This design comes from an exercise in tuning for small area and a short achievable clock period on the open sky130 flow, not from production work.
At most, simulation tests tie the RTL to the original design; equivalence was not proved.
The RTL of run 2 was laid out without a check of its function.
Power and IR drop assume default switching activity.

==> flow/design.v, too long to show whole: its modules and the start of the top module <==
// module approx_err_calc: 782 lines
// module approx_err_monitor: 2121 lines
module approx_err_monitor #(
  parameter int W     = approx_mon_pkg::W,
  parameter int CNT_W = approx_mon_pkg::CNT_W,
  parameter int ACC_W = approx_mon_pkg::ACC_W
) (
  input  logic                 clk,
  input  logic                 rst,
  input  logic                 in_valid,
  output logic                 in_ready,
  input  logic [W-1:0]         a,
  input  logic [W-1:0]         b,
  input  logic [2*W-1:0]       prod,
  input  logic                 start,
  input  logic [CNT_W-1:0]     win_len,
  output logic                 busy,
  output logic                 done,
  output logic [CNT_W-1:0]     smp_cnt,
  output logic [CNT_W-1:0]     err_cnt,
  output logic [ACC_W-1:0]     sum_ed,
  output logic [ACC_W-1:0]     sum_bias,
  output logic [2*W-1:0]       max_ed,
  output logic [W-1:0]         max_a,
  output logic [W-1:0]         max_b
);
  // ...
==> flow/flow/run.sh <==
#!/bin/bash
# Layout flow: the standard ORFS flow, with the port buffers made of the smallest buffer
# cell (sky130_fd_sc_hd__buf_1) instead of the flow's default pick.
set -euo pipefail
bash standard.sh BUFFER_PORTS_ARGS="-buffer_cell sky130_fd_sc_hd__buf_1" finish > flow_standard.log 2>&1
==> flow/standard.sh <==
#!/bin/bash
# synth_recipe.tcl (not shown) runs the flow's synth.tcl, then flattens the netlist and writes it again
# the make line also repeats each setting of config.mk as NAME=value (left out here)
make -C /OpenROAD-flow-scripts/flow DESIGN_CONFIG=/design/flow/config.mk WORK_HOME=/design/flow/orfs CLKGATE_MAP_FILE= SYNTH_SCRIPT=/design/flow/synth_recipe.tcl "${@:-finish}"
==> flow/config.mk <==
export PLATFORM = sky130hd
export DESIGN_NAME = approx_err_monitor
export DESIGN_NICKNAME = approx_err_monitor
export VERILOG_FILES = /design/flow/design.v
export SDC_FILE = /design/flow/constraint.sdc
export NUM_CORES = 4
export LEC_CHECK = 0
export CAP_MARGIN = 20
export CORE_MARGIN = 2
export CORE_UTILIZATION = 50
export SETUP_SLACK_MARGIN = 3.5
export SLEW_MARGIN = 20
export SYNTH_HIERARCHICAL = 1
==> flow/constraint.sdc <==
create_clock -name core_clock -period 7.2 [get_ports {clk}]
set_input_delay 1.4400 -clock core_clock [delete_from_list [all_inputs] [get_ports {clk}]]
set_output_delay 1.4400 -clock core_clock [all_outputs]
set_load 0.01 [all_outputs]
==> parameters.txt, run 1 <==
Parameter                              Value

Finish
  Total number of sequential cells ... 439
  Final design instance area without fill ... 0.0351 mm2
  Count of clock buffers in the final design ... 62
  Final cell utilization of the core ... 0.634
  Count of placed standard cells in the final layout, fillers left out ... 4391
  Fillers ... roughly 4700
  Most common library cell in the layout ignoring fill and taps ... sky130_fd_sc_hd__dfxtp_1

STA
  Tcrit/Tclk final ... 0.630
  RSZ-0062 raised after global routing ... true
  Fin Hold WS ... 0.317 ns

Power and ir drop
  Tot Pwr ... 20.7 mW
  Switching Power ... 9.18 mW

Placement
  Weighted congestion at the end of routability-driven global placement ... 0.913

Synth
  Sequential area share after synthesis ... 0.312
  Number of flip-flops and latches in the synthesized netlist ... 439
  Area fraction in compound gates after synthesis ... 0.145
  Total nets after synthesis ... around 3600
  Cell area after technology mapping ... roughly 0.028 mm2

Drt
  Detail Route met3 WL ... between 4000 and 5000 um
  Final WL ... 78700 um
  Routed via count divided by cell count ... 5.42

Global routing
  Total routing resource utilization after global routing ... 0.258
  Pin count of the biggest net entering global routing ... 122
  Grt met3 use ... 0.0353
  Gr ovfl total ... 0

Setup path
  Library cell contributing the largest single delay on the critical path ... sky130_fd_sc_hd__fa_1
  Worst flop-to-flop path startpoint ... u_calc.s1_bt[3]$_DFF_P_
  Crit path largest cell delay ... 0.54 ns
  Sort of element at the start of the critical path ... flip-flop

Clock tree
  Post-CTS Repair Setup Buffers ... 117
  Clock transition at path regs ... 0.06 ns
  Post_cts resized ... 249
  H-tree lvl count ... 2
  CTS Buf Count ... 49
  Buffer cell driving the clock tree root ... sky130_fd_sc_hd__clkbuf_16
  Cts-stage hold buffer count ... 0

Worst hold path
  Class of the most critical hold timing path ... flip-flop to flip-flop
  Hold Path Cell Cnt ... 0

Run status
  Run status ... timing/DRC/antenna clean

Floorplan
  Top Ports ... around 360
  Initial core utilization ... 0.508
  Die area ... 0.0582 mm2

Job
  Number of max-cap violations ... 0
==> inputs of run 2 (changes only) <==
--- a/flow/design.v
+++ b/flow/design.v
@@ -25,16 +25,17 @@
 );
   logic                s1_valid;
   logic [W-1:0]        s1_a;
   logic [W-1:0]        s1_b;
   logic [7:0]          s1_bo, s1_bt;    
   logic [2*W:0]        s1_pre;     
   logic [2*W:0]        pre, pre_r;
   logic [2*W:0]        y;
+  logic [2*W:0]        tx, ty;
   logic                keep;
   logic [7:0]          bo, bt;
   logic [W:0]          bx;
   assign bx = {b, 1'b0};
   assign pre_r = {1'b0, a & {W{b[15]}}, 1'b0, b[15], 1'b0, b[13], 1'b0, b[11], 1'b0, b[9],
                   1'b0, b[7], 1'b0, b[5], 1'b0, b[3], 1'b0, b[1]};
   assign pre   = {1'b0, ~prod} + pre_r + 33'd1431699456;
   always_comb begin
@@ -434,368 +435,377 @@
   wire m389 = pp7_14 ^ m332 ^ m333;
   wire m390 = (pp7_14 & m332) | (pp7_14 & m333) | (m332 & m333);
   wire m391 = m335 ^ pp7_15 ^ m334;
   wire m392 = (m335 & pp7_15) | (m335 & m334) | (pp7_15 & m334);
   wire m393 = s1_pre[30] ^ m336 ^ pp7_16;
   wire m394 = (s1_pre[30] & m336) | (s1_pre[30] & pp7_16) | (m336 & pp7_16);
   wire m395 = ns7 ^ s1_pre[31];
   wire m396 = ns7 & s1_pre[31];
-  wire m397 = s1_pre[0] & pp0_0;
-  wire m398 = s1_pre[1] & pp0_1;
-  wire m399 = pp1_0 & m337;
-  wire m400 = m338 & m339;
-  wire m401 = m340 & m341;
-  wire m402 = m342 & m343;
-  wire m403 = m344 & m345;
-  wire m404 = m346 & m347;
-  wire m405 = m348 & m349;
-  wire m406 = m350 & m351;
-  wire m407 = m352 & m353;
-  wire m408 = m354 & m355;
-  wire m409 = m356 & m357;
-  wire m410 = m358 & m359;
-  wire m411 = m360 & m361;
-  wire m412 = m362 & m363;
-  wire m413 = m364 & m365;
-  wire m414 = m366 & m367;
-  wire m415 = m368 & m369;
-  wire m416 = m370 & m371;
-  wire m417 = m372 & m373;
-  wire m418 = m374 & m375;
-  wire m419 = m376 & m377;
-  wire m420 = m378 & m379;
-  wire m421 = m380 & m381;
-  wire m422 = m383 & m382;
-  wire m423 = m384 & m385;
-  wire m424 = m386 & m387;
-  wire m425 = m389 & m388;
-  wire m426 = m390 & m391;
-  wire m427 = m393 & m392;
-  wire m428 = m395 & m394;
-  wire m429 = s1_pre[32] & m396;
-  wire m430 = s1_pre[0] ^ pp0_0;
-  wire m431 = s1_pre[1] ^ pp0_1;
-  wire m432 = pp1_0 ^ m337;
-  wire m433 = m338 ^ m339;
-  wire m434 = m340 ^ m341;
-  wire m435 = m342 ^ m343;
-  wire m436 = m344 ^ m345;
-  wire m437 = m346 ^ m347;
-  wire m438 = m348 ^ m349;
-  wire m439 = m350 ^ m351;
-  wire m440 = m352 ^ m353;
-  wire m441 = m354 ^ m355;
-  wire m442 = m356 ^ m357;
-  wire m443 = m358 ^ m359;
-  wire m444 = m360 ^ m361;
-  wire m445 = m362 ^ m363;
-  wire m446 = m364 ^ m365;
-  wire m447 = m366 ^ m367;
-  wire m448 = m368 ^ m369;
-  wire m449 = m370 ^ m371;
-  wire m450 = m372 ^ m373;
-  wire m451 = m374 ^ m375;
-  wire m452 = m376 ^ m377;
-  wire m453 = m378 ^ m379;
-  wire m454 = m380 ^ m381;
-  wire m455 = m383 ^ m382;
-  wire m456 = m384 ^ m385;
-  wire m457 = m386 ^ m387;
-  wire m458 = m389 ^ m388;
-  wire m459 = m390 ^ m391;
-  wire m460 = m393 ^ m392;
-  wire m461 = m395 ^ m394;
-  wire m462 = s1_pre[32] ^ m396;
-  wire m463 = m398 | (m431 & m397);
-  wire m464 = m399 | (m432 & m398);
-  wire m465 = m432 & m431;
-  wire m466 = m400 | (m433 & m399);
-  wire m467 = m433 & m432;
-  wire m468 = m401 | (m434 & m400);
-  wire m469 = m434 & m433;
-  wire m470 = m402 | (m435 & m401);
-  wire m471 = m435 & m434;
-  wire m472 = m403 | (m436 & m402);
-  wire m473 = m436 & m435;
-  wire m474 = m404 | (m437 & m403);
-  wire m475 = m437 & m436;
-  wire m476 = m405 | (m438 & m404);
-  wire m477 = m438 & m437;
-  wire m478 = m406 | (m439 & m405);
-  wire m479 = m439 & m438;
-  wire m480 = m407 | (m440 & m406);
-  wire m481 = m440 & m439;
-  wire m482 = m408 | (m441 & m407);
-  wire m483 = m441 & m440;
-  wire m484 = m409 | (m442 & m408);
-  wire m485 = m442 & m441;
-  wire m486 = m410 | (m443 & m409);
-  wire m487 = m443 & m442;
-  wire m488 = m411 | (m444 & m410);
-  wire m489 = m444 & m443;
-  wire m490 = m412 | (m445 & m411);
-  wire m491 = m445 & m444;
-  wire m492 = m413 | (m446 & m412);
-  wire m493 = m446 & m445;
-  wire m494 = m414 | (m447 & m413);
-  wire m495 = m447 & m446;
-  wire m496 = m415 | (m448 & m414);
-  wire m497 = m448 & m447;
-  wire m498 = m416 | (m449 & m415);
-  wire m499 = m449 & m448;
-  wire m500 = m417 | (m450 & m416);
-  wire m501 = m450 & m449;
-  wire m502 = m418 | (m451 & m417);
-  wire m503 = m451 & m450;
-  wire m504 = m419 | (m452 & m418);
-  wire m505 = m452 & m451;
-  wire m506 = m420 | (m453 & m419);
-  wire m507 = m453 & m452;
-  wire m508 = m421 | (m454 & m420);
-  wire m509 = m454 & m453;
-  wire m510 = m422 | (m455 & m421);
-  wire m511 = m455 & m454;
-  wire m512 = m423 | (m456 & m422);
-  wire m513 = m456 & m455;
-  wire m514 = m424 | (m457 & m423);
-  wire m515 = m457 & m456;
-  wire m516 = m425 | (m458 & m424);
-  wire m517 = m458 & m457;
-  wire m518 = m426 | (m459 & m425);
-  wire m519 = m459 & m458;
-  wire m520 = m427 | (m460 & m426);
-  wire m521 = m460 & m459;
-  wire m522 = m428 | (m461 & m427);
-  wire m523 = m461 & m460;
-  wire m524 = m429 | (m462 & m428);
-  wire m525 = m462 & m461;
-  wire m526 = m464 | (m465 & m397);
-  wire m527 = m466 | (m467 & m463);
-  wire m528 = m468 | (m469 & m464);
-  wire m529 = m469 & m465;
-  wire m530 = m470 | (m471 & m466);
-  wire m531 = m471 & m467;
-  wire m532 = m472 | (m473 & m468);
-  wire m533 = m473 & m469;
-  wire m534 = m474 | (m475 & m470);
-  wire m535 = m475 & m471;
-  wire m536 = m476 | (m477 & m472);
-  wire m537 = m477 & m473;
-  wire m538 = m478 | (m479 & m474);
-  wire m539 = m479 & m475;
-  wire m540 = m480 | (m481 & m476);
-  wire m541 = m481 & m477;
-  wire m542 = m482 | (m483 & m478);
-  wire m543 = m483 & m479;
-  wire m544 = m484 | (m485 & m480);
-  wire m545 = m485 & m481;
-  wire m546 = m486 | (m487 & m482);
-  wire m547 = m487 & m483;
-  wire m548 = m488 | (m489 & m484);
-  wire m549 = m489 & m485;
-  wire m550 = m490 | (m491 & m486);
-  wire m551 = m491 & m487;
-  wire m552 = m492 | (m493 & m488);
-  wire m553 = m493 & m489;
-  wire m554 = m494 | (m495 & m490);
-  wire m555 = m495 & m491;
-  wire m556 = m496 | (m497 & m492);
-  wire m557 = m497 & m493;
-  wire m558 = m498 | (m499 & m494);
-  wire m559 = m499 & m495;
-  wire m560 = m500 | (m501 & m496);
-  wire m561 = m501 & m497;
-  wire m562 = m502 | (m503 & m498);
-  wire m563 = m503 & m499;
-  wire m564 = m504 | (m505 & m500);
-  wire m565 = m505 & m501;
-  wire m566 = m506 | (m507 & m502);
-  wire m567 = m507 & m503;
-  wire m568 = m508 | (m509 & m504);
-  wire m569 = m509 & m505;
-  wire m570 = m510 | (m511 & m506);
-  wire m571 = m511 & m507;
-  wire m572 = m512 | (m513 & m508);
-  wire m573 = m513 & m509;
-  wire m574 = m514 | (m515 & m510);
-  wire m575 = m515 & m511;
-  wire m576 = m516 | (m517 & m512);
-  wire m577 = m517 & m513;
-  wire m578 = m518 | (m519 & m514);
-  wire m579 = m519 & m515;
-  wire m580 = m520 | (m521 & m516);
-  wire m581 = m521 & m517;
-  wire m582 = m522 | (m523 & m518);
-  wire m583 = m523 & m519;
-  wire m584 = m524 | (m525 & m520);
-  wire m585 = m525 & m521;
-  wire m586 = m528 | (m529 & m397);
-  wire m587 = m530 | (m531 & m463);
-  wire m588 = m532 | (m533 & m526);
-  wire m589 = m534 | (m535 & m527);
-  wire m590 = m536 | (m537 & m528);
-  wire m591 = m537 & m529;
-  wire m592 = m538 | (m539 & m530);
-  wire m593 = m539 & m531;
-  wire m594 = m540 | (m541 & m532);
-  wire m595 = m541 & m533;
-  wire m596 = m542 | (m543 & m534);
-  wire m597 = m543 & m535;
-  wire m598 = m544 | (m545 & m536);
-  wire m599 = m545 & m537;
-  wire m600 = m546 | (m547 & m538);
-  wire m601 = m547 & m539;
-  wire m602 = m548 | (m549 & m540);
-  wire m603 = m549 & m541;
-  wire m604 = m550 | (m551 & m542);
-  wire m605 = m551 & m543;
-  wire m606 = m552 | (m553 & m544);
-  wire m607 = m553 & m545;
-  wire m608 = m554 | (m555 & m546);
-  wire m609 = m555 & m547;
-  wire m610 = m556 | (m557 & m548);
-  wire m611 = m557 & m549;
-  wire m612 = m558 | (m559 & m550);
-  wire m613 = m559 & m551;
-  wire m614 = m560 | (m561 & m552);
-  wire m615 = m561 & m553;
-  wire m616 = m562 | (m563 & m554);
-  wire m617 = m563 & m555;
-  wire m618 = m564 | (m565 & m556);
-  wire m619 = m565 & m557;
-  wire m620 = m566 | (m567 & m558);
-  wire m621 = m567 & m559;
-  wire m622 = m568 | (m569 & m560);
-  wire m623 = m569 & m561;
-  wire m624 = m570 | (m571 & m562);
-  wire m625 = m571 & m563;
-  wire m626 = m572 | (m573 & m564);
-  wire m627 = m573 & m565;
-  wire m628 = m574 | (m575 & m566);
-  wire m629 = m575 & m567;
-  wire m630 = m576 | (m577 & m568);
-  wire m631 = m577 & m569;
-  wire m632 = m578 | (m579 & m570);
-  wire m633 = m579 & m571;
-  wire m634 = m580 | (m581 & m572);
-  wire m635 = m581 & m573;
-  wire m636 = m582 | (m583 & m574);
-  wire m637 = m583 & m575;
-  wire m638 = m584 | (m585 & m576);
-  wire m639 = m585 & m577;
-  wire m640 = m590 | (m591 & m397);
-  wire m641 = m592 | (m593 & m463);
-  wire m642 = m594 | (m595 & m526);
-  wire m643 = m596 | (m597 & m527);
-  wire m644 = m598 | (m599 & m586);
-  wire m645 = m600 | (m601 & m587);
-  wire m646 = m602 | (m603 & m588);
-  wire m647 = m604 | (m605 & m589);
-  wire m648 = m606 | (m607 & m590);
-  wire m649 = m607 & m591;
-  wire m650 = m608 | (m609 & m592);
-  wire m651 = m609 & m593;
-  wire m652 = m610 | (m611 & m594);
-  wire m653 = m611 & m595;
-  wire m654 = m612 | (m613 & m596);
-  wire m655 = m613 & m597;
-  wire m656 = m614 | (m615 & m598);
-  wire m657 = m615 & m599;
-  wire m658 = m616 | (m617 & m600);
-  wire m659 = m617 & m601;
-  wire m660 = m618 | (m619 & m602);
-  wire m661 = m619 & m603;
-  wire m662 = m620 | (m621 & m604);
-  wire m663 = m621 & m605;
-  wire m664 = m622 | (m623 & m606);
-  wire m665 = m623 & m607;
-  wire m666 = m624 | (m625 & m608);
-  wire m667 = m625 & m609;
-  wire m668 = m626 | (m627 & m610);
-  wire m669 = m627 & m611;
-  wire m670 = m628 | (m629 & m612);
-  wire m671 = m629 & m613;
-  wire m672 = m630 | (m631 & m614);
-  wire m673 = m631 & m615;
-  wire m674 = m632 | (m633 & m616);
-  wire m675 = m633 & m617;
-  wire m676 = m634 | (m635 & m618);
-  wire m677 = m635 & m619;
-  wire m678 = m636 | (m637 & m620);
-  wire m679 = m637 & m621;
-  wire m680 = m638 | (m639 & m622);
-  wire m681 = m639 & m623;
-  wire m682 = m648 | (m649 & m397);
-  wire m683 = m650 | (m651 & m463);
-  wire m684 = m652 | (m653 & m526);
-  wire m685 = m654 | (m655 & m527);
-  wire m686 = m656 | (m657 & m586);
-  wire m687 = m658 | (m659 & m587);
-  wire m688 = m660 | (m661 & m588);
-  wire m689 = m662 | (m663 & m589);
-  wire m690 = m664 | (m665 & m640);
-  wire m691 = m666 | (m667 & m641);
-  wire m692 = m668 | (m669 & m642);
-  wire m693 = m670 | (m671 & m643);
-  wire m694 = m672 | (m673 & m644);
-  wire m695 = m674 | (m675 & m645);
-  wire m696 = m676 | (m677 & m646);
-  wire m697 = m678 | (m679 & m647);
-  wire m698 = m680 | (m681 & m648);
-  wire m699 = m681 & m649;
-  wire m700 = m698 | (m699 & m397);
-  wire m701 = m430 ^ 1'b0;
-  wire m702 = m431 ^ m397;
-  wire m703 = m432 ^ m463;
-  wire m704 = m433 ^ m526;
-  wire m705 = m434 ^ m527;
-  wire m706 = m435 ^ m586;
-  wire m707 = m436 ^ m587;
-  wire m708 = m437 ^ m588;
-  wire m709 = m438 ^ m589;
-  wire m710 = m439 ^ m640;
-  wire m711 = m440 ^ m641;
-  wire m712 = m441 ^ m642;
-  wire m713 = m442 ^ m643;
-  wire m714 = m443 ^ m644;
-  wire m715 = m444 ^ m645;
-  wire m716 = m445 ^ m646;
-  wire m717 = m446 ^ m647;
-  wire m718 = m447 ^ m682;
-  wire m719 = m448 ^ m683;
-  wire m720 = m449 ^ m684;
-  wire m721 = m450 ^ m685;
-  wire m722 = m451 ^ m686;
-  wire m723 = m452 ^ m687;
-  wire m724 = m453 ^ m688;
-  wire m725 = m454 ^ m689;
-  wire m726 = m455 ^ m690;
-  wire m727 = m456 ^ m691;
-  wire m728 = m457 ^ m692;
-  wire m729 = m458 ^ m693;
-  wire m730 = m459 ^ m694;
-  wire m731 = m460 ^ m695;
-  wire m732 = m461 ^ m696;
-  wire m733 = m462 ^ m697;
-  assign y = {m733, m732, m731, m730, m729, m728, m727, m726, m725, m724, m723, m722, m721, m720, m719, m718, m717, m716, m715, m714, m713, m712, m711, m710, m709, m708, m707, m706, m705, m704, m703, m702, m701};
+  assign tx = {s1_pre[32], m395, m393, m390, m389, m386, m384, m383, m380, m378, m376, m374, m372, m370, m368, m366, m364, m362, m360, m358, m356, m354, m352, m350, m348, m346, m344, m342, m340, m338, pp1_0, s1_pre[1], s1_pre[0]};
+  assign ty = {m396, m394, m392, m391, m388, m387, m385, m382, m381, m379, m377, m375, m373, m371, m369, m367, m365, m363, m361, m359, m357, m355, m353, m351, m349, m347, m345, m343, m341, m339, m337, pp0_1, pp0_0};
+  approx_err_cpa u_cpa (.x(tx), .y(ty), .s(y));
   assign keep = s1_valid && !rst;
   always_ff @(posedge clk) begin
     s1_valid  <= smp_valid && !rst;
     s1_a      <= a;
     s1_b      <= b;
     s1_bo     <= bo;
     s1_bt     <= bt;
     s1_pre    <= pre;
     res_valid <= keep;
     res_a     <= s1_a;
     res_b     <= s1_b;
     diff      <= keep ? ~y : '0;
   end
 endmodule
+module approx_err_cpa (
+  input  logic [32:0] x,
+  input  logic [32:0] y,
+  output logic [32:0] s
+);
+  wire k1 = x[0] & y[0];
+  wire k2 = x[1] & y[1];
+  wire k3 = x[2] & y[2];
+  wire k4 = x[3] & y[3];
+  wire k5 = x[4] & y[4];
+  wire k6 = x[5] & y[5];
+  wire k7 = x[6] & y[6];
+  wire k8 = x[7] & y[7];
+  wire k9 = x[8] & y[8];
+  wire k10 = x[9] & y[9];
+  wire k11 = x[10] & y[10];
+  wire k12 = x[11] & y[11];
+  wire k13 = x[12] & y[12];
+  wire k14 = x[13] & y[13];
+  wire k15 = x[14] & y[14];
+  wire k16 = x[15] & y[15];
+  wire k17 = x[16] & y[16];
+  wire k18 = x[17] & y[17];
+  wire k19 = x[18] & y[18];
+  wire k20 = x[19] & y[19];
+  wire k21 = x[20] & y[20];
+  wire k22 = x[21] & y[21];
+  wire k23 = x[22] & y[22];
+  wire k24 = x[23] & y[23];
+  wire k25 = x[24] & y[24];
+  wire k26 = x[25] & y[25];
+  wire k27 = x[26] & y[26];
+  wire k28 = x[27] & y[27];
+  wire k29 = x[28] & y[28];
+  wire k30 = x[29] & y[29];
+  wire k31 = x[30] & y[30];
+  wire k32 = x[31] & y[31];
+  wire k33 = x[32] & y[32];
+  wire k34 = x[0] ^ y[0];
+  wire k35 = x[1] ^ y[1];
+  wire k36 = x[2] ^ y[2];
+  wire k37 = x[3] ^ y[3];
+  wire k38 = x[4] ^ y[4];
+  wire k39 = x[5] ^ y[5];
+  wire k40 = x[6] ^ y[6];
+  wire k41 = x[7] ^ y[7];
+  wire k42 = x[8] ^ y[8];
+  wire k43 = x[9] ^ y[9];
+  wire k44 = x[10] ^ y[10];
+  wire k45 = x[11] ^ y[11];
+  wire k46 = x[12] ^ y[12];
+  wire k47 = x[13] ^ y[13];
+  wire k48 = x[14] ^ y[14];
+  wire k49 = x[15] ^ y[15];
+  wire k50 = x[16] ^ y[16];
+  wire k51 = x[17] ^ y[17];
+  wire k52 = x[18] ^ y[18];
+  wire k53 = x[19] ^ y[19];
+  wire k54 = x[20] ^ y[20];
+  wire k55 = x[21] ^ y[21];
+  wire k56 = x[22] ^ y[22];
+  wire k57 = x[23] ^ y[23];
+  wire k58 = x[24] ^ y[24];
+  wire k59 = x[25] ^ y[25];
+  wire k60 = x[26] ^ y[26];
+  wire k61 = x[27] ^ y[27];
+  wire k62 = x[28] ^ y[28];
+  wire k63 = x[29] ^ y[29];
+  wire k64 = x[30] ^ y[30];
+  wire k65 = x[31] ^ y[31];
+  wire k66 = x[32] ^ y[32];
+  wire k67 = k2 | (k35 & k1);
+  wire k68 = k3 | (k36 & k2);
+  wire k69 = k36 & k35;
+  wire k70 = k4 | (k37 & k3);
+  wire k71 = k37 & k36;
+  wire k72 = k5 | (k38 & k4);
+  wire k73 = k38 & k37;
+  wire k74 = k6 | (k39 & k5);
+  wire k75 = k39 & k38;
+  wire k76 = k7 | (k40 & k6);
+  wire k77 = k40 & k39;
+  wire k78 = k8 | (k41 & k7);
+  wire k79 = k41 & k40;
+  wire k80 = k9 | (k42 & k8);
+  wire k81 = k42 & k41;
+  wire k82 = k10 | (k43 & k9);
+  wire k83 = k43 & k42;
+  wire k84 = k11 | (k44 & k10);
+  wire k85 = k44 & k43;
+  wire k86 = k12 | (k45 & k11);
+  wire k87 = k45 & k44;
+  wire k88 = k13 | (k46 & k12);
+  wire k89 = k46 & k45;
+  wire k90 = k14 | (k47 & k13);
+  wire k91 = k47 & k46;
+  wire k92 = k15 | (k48 & k14);
+  wire k93 = k48 & k47;
+  wire k94 = k16 | (k49 & k15);
+  wire k95 = k49 & k48;
+  wire k96 = k17 | (k50 & k16);
+  wire k97 = k50 & k49;
+  wire k98 = k18 | (k51 & k17);
+  wire k99 = k51 & k50;
+  wire k100 = k19 | (k52 & k18);
+  wire k101 = k52 & k51;
+  wire k102 = k20 | (k53 & k19);
+  wire k103 = k53 & k52;
+  wire k104 = k21 | (k54 & k20);
+  wire k105 = k54 & k53;
+  wire k106 = k22 | (k55 & k21);
+  wire k107 = k55 & k54;
+  wire k108 = k23 | (k56 & k22);
+  wire k109 = k56 & k55;
+  wire k110 = k24 | (k57 & k23);
+  wire k111 = k57 & k56;
+  wire k112 = k25 | (k58 & k24);
+  wire k113 = k58 & k57;
+  wire k114 = k26 | (k59 & k25);
+  wire k115 = k59 & k58;
+  wire k116 = k27 | (k60 & k26);
+  wire k117 = k60 & k59;
+  wire k118 = k28 | (k61 & k27);
+  wire k119 = k61 & k60;
+  wire k120 = k29 | (k62 & k28);
+  wire k121 = k62 & k61;
+  wire k122 = k30 | (k63 & k29);
+  wire k123 = k63 & k62;
+  wire k124 = k31 | (k64 & k30);
+  wire k125 = k64 & k63;
+  wire k126 = k32 | (k65 & k31);
+  wire k127 = k65 & k64;
+  wire k128 = k33 | (k66 & k32);
+  wire k129 = k66 & k65;
+  wire k130 = k68 | (k69 & k1);
+  wire k131 = k70 | (k71 & k67);
+  wire k132 = k72 | (k73 & k68);
+  wire k133 = k73 & k69;
+  wire k134 = k74 | (k75 & k70);
+  wire k135 = k75 & k71;
+  wire k136 = k76 | (k77 & k72);
+  wire k137 = k77 & k73;
+  wire k138 = k78 | (k79 & k74);
+  wire k139 = k79 & k75;
+  wire k140 = k80 | (k81 & k76);
+  wire k141 = k81 & k77;
+  wire k142 = k82 | (k83 & k78);
+  wire k143 = k83 & k79;
+  wire k144 = k84 | (k85 & k80);
+  wire k145 = k85 & k81;
+  wire k146 = k86 | (k87 & k82);
+  wire k147 = k87 & k83;
+  wire k148 = k88 | (k89 & k84);
+  wire k149 = k89 & k85;
+  wire k150 = k90 | (k91 & k86);
+  wire k151 = k91 & k87;
+  wire k152 = k92 | (k93 & k88);
+  wire k153 = k93 & k89;
+  wire k154 = k94 | (k95 & k90);
+  wire k155 = k95 & k91;
+  wire k156 = k96 | (k97 & k92);
+  wire k157 = k97 & k93;
+  wire k158 = k98 | (k99 & k94);
+  wire k159 = k99 & k95;
+  wire k160 = k100 | (k101 & k96);
+  wire k161 = k101 & k97;
+  wire k162 = k102 | (k103 & k98);
+  wire k163 = k103 & k99;
+  wire k164 = k104 | (k105 & k100);
+  wire k165 = k105 & k101;
+  wire k166 = k106 | (k107 & k102);
+  wire k167 = k107 & k103;
+  wire k168 = k108 | (k109 & k104);
+  wire k169 = k109 & k105;
+  wire k170 = k110 | (k111 & k106);
+  wire k171 = k111 & k107;
+  wire k172 = k112 | (k113 & k108);
+  wire k173 = k113 & k109;
+  wire k174 = k114 | (k115 & k110);
+  wire k175 = k115 & k111;
+  wire k176 = k116 | (k117 & k112);
+  wire k177 = k117 & k113;
+  wire k178 = k118 | (k119 & k114);
+  wire k179 = k119 & k115;
+  wire k180 = k120 | (k121 & k116);
+  wire k181 = k121 & k117;
+  wire k182 = k122 | (k123 & k118);
+  wire k183 = k123 & k119;
+  wire k184 = k124 | (k125 & k120);
+  wire k185 = k125 & k121;
+  wire k186 = k126 | (k127 & k122);
+  wire k187 = k127 & k123;
+  wire k188 = k128 | (k129 & k124);
+  wire k189 = k129 & k125;
+  wire k190 = k132 | (k133 & k1);
+  wire k191 = k134 | (k135 & k67);
+  wire k192 = k136 | (k137 & k130);
+  wire k193 = k138 | (k139 & k131);
+  wire k194 = k140 | (k141 & k132);
+  wire k195 = k141 & k133;
+  wire k196 = k142 | (k143 & k134);
+  wire k197 = k143 & k135;
+  wire k198 = k144 | (k145 & k136);
+  wire k199 = k145 & k137;
+  wire k200 = k146 | (k147 & k138);
+  wire k201 = k147 & k139;
+  wire k202 = k148 | (k149 & k140);
+  wire k203 = k149 & k141;
+  wire k204 = k150 | (k151 & k142);
+  wire k205 = k151 & k143;
+  wire k206 = k152 | (k153 & k144);
+  wire k207 = k153 & k145;
+  wire k208 = k154 | (k155 & k146);
+  wire k209 = k155 & k147;
+  wire k210 = k156 | (k157 & k148);
+  wire k211 = k157 & k149;
+  wire k212 = k158 | (k159 & k150);
+  wire k213 = k159 & k151;
+  wire k214 = k160 | (k161 & k152);
+  wire k215 = k161 & k153;
+  wire k216 = k162 | (k163 & k154);
+  wire k217 = k163 & k155;
+  wire k218 = k164 | (k165 & k156);
+  wire k219 = k165 & k157;
+  wire k220 = k166 | (k167 & k158);
+  wire k221 = k167 & k159;
+  wire k222 = k168 | (k169 & k160);
+  wire k223 = k169 & k161;
+  wire k224 = k170 | (k171 & k162);
+  wire k225 = k171 & k163;
+  wire k226 = k172 | (k173 & k164);
+  wire k227 = k173 & k165;
+  wire k228 = k174 | (k175 & k166);
+  wire k229 = k175 & k167;
+  wire k230 = k176 | (k177 & k168);
+  wire k231 = k177 & k169;
+  wire k232 = k178 | (k179 & k170);
+  wire k233 = k179 & k171;
+  wire k234 = k180 | (k181 & k172);
+  wire k235 = k181 & k173;
+  wire k236 = k182 | (k183 & k174);
+  wire k237 = k183 & k175;
+  wire k238 = k184 | (k185 & k176);
+  wire k239 = k185 & k177;
+  wire k240 = k186 | (k187 & k178);
+  wire k241 = k187 & k179;
+  wire k242 = k188 | (k189 & k180);
+  wire k243 = k189 & k181;
+  wire k244 = k194 | (k195 & k1);
+  wire k245 = k196 | (k197 & k67);
+  wire k246 = k198 | (k199 & k130);
+  wire k247 = k200 | (k201 & k131);
+  wire k248 = k202 | (k203 & k190);
+  wire k249 = k204 | (k205 & k191);
+  wire k250 = k206 | (k207 & k192);
+  wire k251 = k208 | (k209 & k193);
+  wire k252 = k210 | (k211 & k194);
+  wire k253 = k211 & k195;
+  wire k254 = k212 | (k213 & k196);
+  wire k255 = k213 & k197;
+  wire k256 = k214 | (k215 & k198);
+  wire k257 = k215 & k199;
+  wire k258 = k216 | (k217 & k200);
+  wire k259 = k217 & k201;
+  wire k260 = k218 | (k219 & k202);
+  wire k261 = k219 & k203;
+  wire k262 = k220 | (k221 & k204);
+  wire k263 = k221 & k205;
+  wire k264 = k222 | (k223 & k206);
+  wire k265 = k223 & k207;
+  wire k266 = k224 | (k225 & k208);
+  wire k267 = k225 & k209;
+  wire k268 = k226 | (k227 & k210);
+  wire k269 = k227 & k211;
+  wire k270 = k228 | (k229 & k212);
+  wire k271 = k229 & k213;
+  wire k272 = k230 | (k231 & k214);
+  wire k273 = k231 & k215;
+  wire k274 = k232 | (k233 & k216);
+  wire k275 = k233 & k217;
+  wire k276 = k234 | (k235 & k218);
+  wire k277 = k235 & k219;
+  wire k278 = k236 | (k237 & k220);
+  wire k279 = k237 & k221;
+  wire k280 = k238 | (k239 & k222);
+  wire k281 = k239 & k223;
+  wire k282 = k240 | (k241 & k224);
+  wire k283 = k241 & k225;
+  wire k284 = k242 | (k243 & k226);
+  wire k285 = k243 & k227;
+  wire k286 = k252 | (k253 & k1);
+  wire k287 = k254 | (k255 & k67);
+  wire k288 = k256 | (k257 & k130);
+  wire k289 = k258 | (k259 & k131);
+  wire k290 = k260 | (k261 & k190);
+  wire k291 = k262 | (k263 & k191);
+  wire k292 = k264 | (k265 & k192);
+  wire k293 = k266 | (k267 & k193);
+  wire k294 = k268 | (k269 & k244);
+  wire k295 = k270 | (k271 & k245);
+  wire k296 = k272 | (k273 & k246);
+  wire k297 = k274 | (k275 & k247);
+  wire k298 = k276 | (k277 & k248);
+  wire k299 = k278 | (k279 & k249);
+  wire k300 = k280 | (k281 & k250);
+  wire k301 = k282 | (k283 & k251);
+  wire k302 = k284 | (k285 & k252);
+  wire k303 = k285 & k253;
+  wire k304 = k302 | (k303 & k1);
+  wire k305 = k34 ^ 1'b0;
+  wire k306 = k35 ^ k1;
+  wire k307 = k36 ^ k67;
+  wire k308 = k37 ^ k130;
+  wire k309 = k38 ^ k131;
+  wire k310 = k39 ^ k190;
+  wire k311 = k40 ^ k191;
+  wire k312 = k41 ^ k192;
+  wire k313 = k42 ^ k193;
+  wire k314 = k43 ^ k244;
+  wire k315 = k44 ^ k245;
+  wire k316 = k45 ^ k246;
+  wire k317 = k46 ^ k247;
+  wire k318 = k47 ^ k248;
+  wire k319 = k48 ^ k249;
+  wire k320 = k49 ^ k250;
+  wire k321 = k50 ^ k251;
+  wire k322 = k51 ^ k286;
+  wire k323 = k52 ^ k287;
+  wire k324 = k53 ^ k288;
+  wire k325 = k54 ^ k289;
+  wire k326 = k55 ^ k290;
+  wire k327 = k56 ^ k291;
+  wire k328 = k57 ^ k292;
+  wire k329 = k58 ^ k293;
+  wire k330 = k59 ^ k294;
+  wire k331 = k60 ^ k295;
+  wire k332 = k61 ^ k296;
+  wire k333 = k62 ^ k297;
+  wire k334 = k63 ^ k298;
+  wire k335 = k64 ^ k299;
+  wire k336 = k65 ^ k300;
+  wire k337 = k66 ^ k301;
+  assign s = {k337, k336, k335, k334, k333, k332, k331, k330, k329, k328, k327, k326, k325, k324, k323, k322, k321, k320, k319, k318, k317, k316, k315, k314, k313, k312, k311, k310, k309, k308, k307, k306, k305};
+endmodule
 module approx_err_monitor #(
   parameter int W     = approx_mon_pkg::W,
   parameter int CNT_W = approx_mon_pkg::CNT_W,
   parameter int ACC_W = approx_mon_pkg::ACC_W
 ) (
   input  logic                 clk,
   input  logic                 rst,
   input  logic                 in_valid,
==> flow/flow/run.sh (replaced) <==
#!/bin/bash
# Layout flow: the standard ORFS flow (standard.sh) with two changes:
#  - in synthesis, ABC maps modules approx_err_cpa (the multiplier's final adder) and
#    approx_err_monitor (the statistics stage) with ORFS's delay-driven "area" ABC script
#    (abc_area.script, map -B 0.9) and the other modules with the default script. Everything
#    else is ORFS's synth.tcl run through synth_recipe.tcl, so the registers are the standard
#    synthesis's;
#  - the port buffers use the smallest buffer cell (sky130_fd_sc_hd__buf_1).
set -euo pipefail
here=$(pwd)
python3 - "$FLOW_HOME/scripts/synth.tcl" "$here/synth_mix.tcl" <<'PY'
import sys
s = open(sys.argv[1]).read()
old = '  log_cmd abc {*}$abc_args\n'
assert s.count(old) == 1
new = ('  set abc_args_area [lreplace $abc_args 1 1 $::env(SCRIPTS_DIR)/abc_area.script]\n'
       '  log_cmd abc {*}$abc_args_area approx_err_cpa approx_err_monitor\n'
       '  log_cmd abc {*}$abc_args * approx_err_cpa %d approx_err_monitor %d\n')
open(sys.argv[2], 'w').write(s.replace(old, new))
PY
grep -q 'source $::env(SCRIPTS_DIR)/synth.tcl' synth_recipe.tcl
sed "s#source \$::env(SCRIPTS_DIR)/synth.tcl#source $here/synth_mix.tcl#" synth_recipe.tcl > "$here/synth_recipe_mix.tcl"
bash standard.sh SYNTH_SCRIPT="$here/synth_recipe_mix.tcl" \
  BUFFER_PORTS_ARGS="-buffer_cell sky130_fd_sc_hd__buf_1" finish > flow_standard.log 2>&1
==> run 2 against run 1 <==
Die area rose by 10%. Synthesized area rose by 10%. Maximum frequency rose by 12%. Worst setup slack improved by 0.48 ns. Worst hold slack improved by 0.0076 ns. Critical path depth rose by 3. Sequential power barely moved. Clock power fell by 6%. Synthesized cell count rose by 35%. First-iteration DRC count rose by 42%. Via count rose by 17%. Non-clock buffer count fell by 51. Critical path type unchanged. Largest cell class unchanged. Largest power group unchanged. Highest routed layer unchanged.
==> parameters.txt, run 2 <==
Parameter                              Value

Synth
  Ys flop type ... sky130_fd_sc_hd__dfxtp_1
  Area fraction in compound gates after synthesis ... 0.118 (-0.0269)
  Count of flip-flops with a built-in enable after synthesis ... 0
  Multiplexer share of the synthesized area ... 0
  Cell area after technology mapping ... 0.0310 mm2 (+10%)
  Sequential area share after synthesis ... 0.283 (-0.0288)
  Number of flip-flops and latches in the synthesized netlist ... 439 (unchanged)
  XOR/XNOR Fraction of Synth Area ... 0.0801
  Synth Instances ... 4278
  Number of unique standard cell types used by synthesis ... 74
  Area contributors post-synth ... sky130_fd_sc_hd__dfxtp_1 (28%), sky130_fd_sc_hd__nand2_1 (11%), sky130_fd_sc_hd__ha_1 (8.5%), sky130_fd_sc_hd__fa_1 (7.9%), sky130_fd_sc_hd__inv_1 (7.2%)
  Cell with the most instances after synthesis ... sky130_fd_sc_hd__nand2_1
  Post-Synth Adder-Cell Area ... 0.165
  Average cell area after synthesis ... 7.25 um2
  Largest family of logic cells by synthesized area ... simple AND/OR/NAND/NOR gates
  Share of synthesized cell area in and, or, nand and nor gates ... 0.248
  Top cells by instance count after synthesis ... sky130_fd_sc_hd__nand2_1 (913), sky130_fd_sc_hd__inv_1 (595), sky130_fd_sc_hd__nor2_1 (481)
  Fraction of post-synthesis cell area in the top cell type by area ... 0.283
  Library cell with the largest summed area after synthesis ... sky130_fd_sc_hd__dfxtp_1
  Ys async rst share ... 0
  Total nets after synthesis ... 4713 (+30%)
  Yosys warnings ... 8

Drt
  Routed length per placed instance ... approximately 16 um
  Vias ... 27900
  Number of optimization iterations in the first detailed-route pass ... 6
  Number of design rule violations left after detail routing ... 0
  Routed via count divided by cell count ... 5.12 (-5.4%)
  Count of antenna-violating nets left after detailed routing ... 0
  Final WL ... 87600 um (+11%)
  Number of DRC markers after the initial detailed-route iteration ... 1963

Setup path
  Ordered cell list for the critical path ... buf_12 > a22oi_2 > xnor2_2 > fa_1 > inv_2 > fa_2 > fa_1 > inv_2 > fa_1 > ha_4 > nand2_4 > nor2_2 > nand2_1 > nor2_2 > nand2_2 > nand2_1 > nand2_1 > nand2_1 > nor2_1
  Worst flop-to-flop path startpoint ... u_calc.s1_a[11]$_DFF_P_
  Reg-to-reg slack, setup ... 3.14 ns
  Peak fanout along the critical path ... 7
  Most frequent cell on the critical path ... sky130_fd_sc_hd__nand2_1
  Crit path largest cell delay ... 0.53 ns (about the same)
  Worst Reg2Reg Path Length in Cells ... 19
  R2r endpoint ... u_calc.diff[29]$_SDFF_PN0_
  Crit path DAT ... around 4.5 ns
  Data required time of the critical path ... 7.68 ns
  Sort of element at the start of the critical path ... flip-flop
  Critical Path Sink Type ... flip-flop
  Worst setup path class ... flip-flop to flip-flop
  Library cell contributing the largest single delay on the critical path ... sky130_fd_sc_hd__fa_1

Clock tree
  Clock Tree Buf Depth ... 3
  CTS Buf Count ... 50 (+2.0%)
  Buffer cell driving the clock tree root ... sky130_fd_sc_hd__clkbuf_16
  Number of sinks handled by clock tree synthesis ... 439
  Clock tree from TritonCTS ... done
  Clock latency at the later pin of the worst-skew pair ... 0.61 ns
  H-tree lvl count ... 2 (unchanged)
  Clock transition at path regs ... 0.06 ns (about the same)
  Cts-stage hold buffer count ... 0 (unchanged)

Finish
  Registers with the most flip-flops ... sum_bias x64, sum_ed x64
  Most common library cell in the layout ignoring fill and taps ... sky130_fd_sc_hd__nand2_1
  Diodes inserted ... 0
  Fillers ... 5878 (+24%)
  Synthesis-to-layout area growth ... 17.5%
  Area occupied by multi-input gates ... between 0.02 and 0.025 mm2
  Most frequent cells in the layout ... sky130_fd_sc_hd__nand2_1 (850), sky130_fd_sc_hd__inv_1 (567), sky130_fd_sc_hd__nor2_1 (463)
  Share of final-layout standard cells stronger than drive strength 1 ... 0.118
  Register area ... between 0.008 and 0.009 mm2
  Nets ... slightly above 5000
  Count of placed standard cells in the final layout, fillers left out ... 5436 (+24%)

Power and ir drop
  Worst ir drop on vdd ... 0.648 mV
  Power per unit of standard cell area ... about 520 mW/mm2
  Total leakage power ... 16.7 nW

Floorplan
  Core Box Area ... a little over 0.06 mm2
  Top Ports ... 359 (unchanged)
  Initial core utilization ... 0.505 (-0.00364)
  Die extent in x ... between 200 and 300 um
  Die area ... 0.0641 mm2 (+10%)
  Height of the chip ... 253 um
  Count of standard-cell rows ... 91

Worst hold path
  Min-Delay Startpoint ... u_calc.s1_b[2]$_DFF_P_
  End of the worst hold path ... u_calc.res_b[2]$_DFF_P_
  Hold Path Cell Cnt ... 0 (unchanged)
  Class of the most critical hold timing path ... flip-flop to flip-flop

Placement
  Number of buffers added on ports ... 358
  Dpl hpwl ... between 60000 and 70000 um
  Placed insts ... about 5200
  Weighted congestion at the end of routability-driven global placement ... 0.885 (-3.0%)

Run status
  Run status ... timing/DRC/antenna clean

STA
  Hold violation total from the final report ... 0
  Post-route setup TNS ... 0 ns
  RSZ-0062 raised after global routing ... true
  Clock period minus final worst setup slack ... 4.06 ns
  Worst-case headroom to the max-slew limit ... 0.195
  Tcrit/Tclk final ... 0.564 (-0.0667)
  Max Freq ... 246 MHz
  Maximum clock skew at final layout ... ~0.018 ns
  Final Setup Violations ... 0
  Fin. max-slew vios ... 0
  Slew at the pin closest to its max-slew limit ... 1.21 ns

Global routing
  Global-route wire length before repair ... ~140000 um
  Pin count of the biggest net entering global routing ... 165 (+35%)
  Gr ovfl total ... 0 (unchanged)
  Antenna violations before repair ... 0
  Total routing resource utilization after global routing ... 0.263 (+0.00460)
  Via count of the first global-routing pass ... 25500

Job
  Number of max-cap violations ... 0 (unchanged)
[run 2: what timing repair did]
action / 4_1_cts / 5_1_grt
buffers inserted: 39 / 58
setup endpoints to repair: 121 / 48
resized for setup: 130 / 145
hold endpoints to repair: 0 / 0
pin swaps: 22 / 84
gates cloned: 0 / 2
[run 2: critical path, delay by kind of cell, from the launching register on]
kind / cells / cell delay, ns
fa+ha+maj: 5 / 2.24
simple gates: 9 / 0.72
flops: 1 / 0.45
buf+inv: 3 / 0.27
xor+xnor: 1 / 0.16
compound gates: 1 / 0.08
[run 2: report_power, final]
group | internal, mW | leakage [nW] | switching [mW]
Combinational | 5.18 | 12.2 | 7.99
Sequential | 2.70 | 3.61 | 0.259
Clock | 1.59 | 0.845 | 1.09
[run 2: area by class of cell]
| type | count | area share |
|---|---|---|
| repair buffers | 476 | 0.0686 |
| clock buffers | 68 | 0.0395 |
| multi-input cells | 3033 | 0.550 |
| clock inverters | 24 | 0.00762 |
| inverters | 606 | 0.0626 |
| well taps | 790 | 0.0271 |
| flip-flops and latches | 439 | 0.245 |
[run 2: per-module statistics from Yosys, one instance, submodules excluded, a selection]
module	area, um2	flops+latches
approx_err_monitor	17700	292
approx_err_cpa	2700	0
[run 2: cell families after synthesis]
family	Yosys count
AND/OR/NAND/NOR	1814
buffers and inverters	806
AO/OA/AOI/OAI	609
flip-flops	439
adder cells (fa/ha/maj)	335
XOR/XNOR	275
[run 2: how the worst max path moves through the flow]
stage                                     from                          to  slack (ns)  depth (start not counted)
finish                 u_calc.s1_a[11]$_DFF_P_  u_calc.diff[29]$_SDFF_PN0_        3.14                         19
global route           u_calc.s1_bt[1]$_DFF_P_  u_calc.diff[25]$_SDFF_PN0_        2.96                         20
CTS                    u_calc.s1_a[11]$_DFF_P_  u_calc.diff[25]$_SDFF_PN0_        3.18                         19
detailed placement  u_calc.diff[32]$_SDFF_PN0_       sum_ed[49]$_SDFF_PP0_        2.52                         19
global placement    u_calc.diff[32]$_SDFF_PN0_       sum_ed[49]$_SDFF_PP0_        2.55                         19
floorplan              u_calc.s1_bo[4]$_DFF_P_  u_calc.diff[25]$_SDFF_PN0_        3.24                         21
[run 2: per-stage QoR]
stage	instance area, um2	hold WS [ns]	worst slack (ns)	power, mW	util
6_report	36500	0.325	3.14	18.8	0.593
5_1_grt	36500	0.328	2.96	20.6	0.593
4_1_cts	35400	0.324	3.18	18.0	0.576
3_5_place_dp	32900	0.314	2.52	14.5	0.536
3_3_place_gp	32900	0.311	2.55	14.5	0.536
2_1_floorplan	31800	0.310	3.24	13.4	-
[run 2: routing by layer]
metal | wire (um) | vias to the layer above | part of all wire | GRT usage
met5 | 0 | - | 0 | 0
met4 | 2820 | 0 | 0.032 | 0.0840
met3 | 4580 | 175 | 0.052 | 0.0343
met2 | 41000 | 737 | 0.47 | 0.450
met1 | 39300 | 12700 | 0.45 | 0.344
li1 | - | 14300 | - | -

[what the ideal ports hide]
Ports are ideal in the flow. The routed layouts listed here were re-timed in OpenROAD. Step 1 (the two cells are an assumption about what drives the block):
set clk [get_ports {clk}]
set_driving_cell -lib_cell sky130_fd_sc_hd__clkbuf_16 $clk
set_driving_cell -lib_cell sky130_fd_sc_hd__buf_2 [delete_from_list [all_inputs] $clk]
Step 2 times the ports against the registers' clock, not the clock port: input delays grow and output delays shrink by t, the midpoint of the rising clock arrivals with the driver on. Slacks: ideal / step 1 / step 2; pairs: ideal / step 1.
| run | t, ns | setup WS [ns] | worst register clock-pin slew, ns |
|---|---|---|---|
| run 1 | 0.651 | 2.662 / 2.662 / 2.662 | 0.07 / 0.07 |
| run 2 | 0.655 | 3.143 / 3.143 / 2.953 | 0.07 / 0.07 |
After both steps setup and hold are still met in every run listed. For run 2, which loses most, drivers alone change the setup slack by 0.000 ns; drivers and shift together by -0.190 ns.
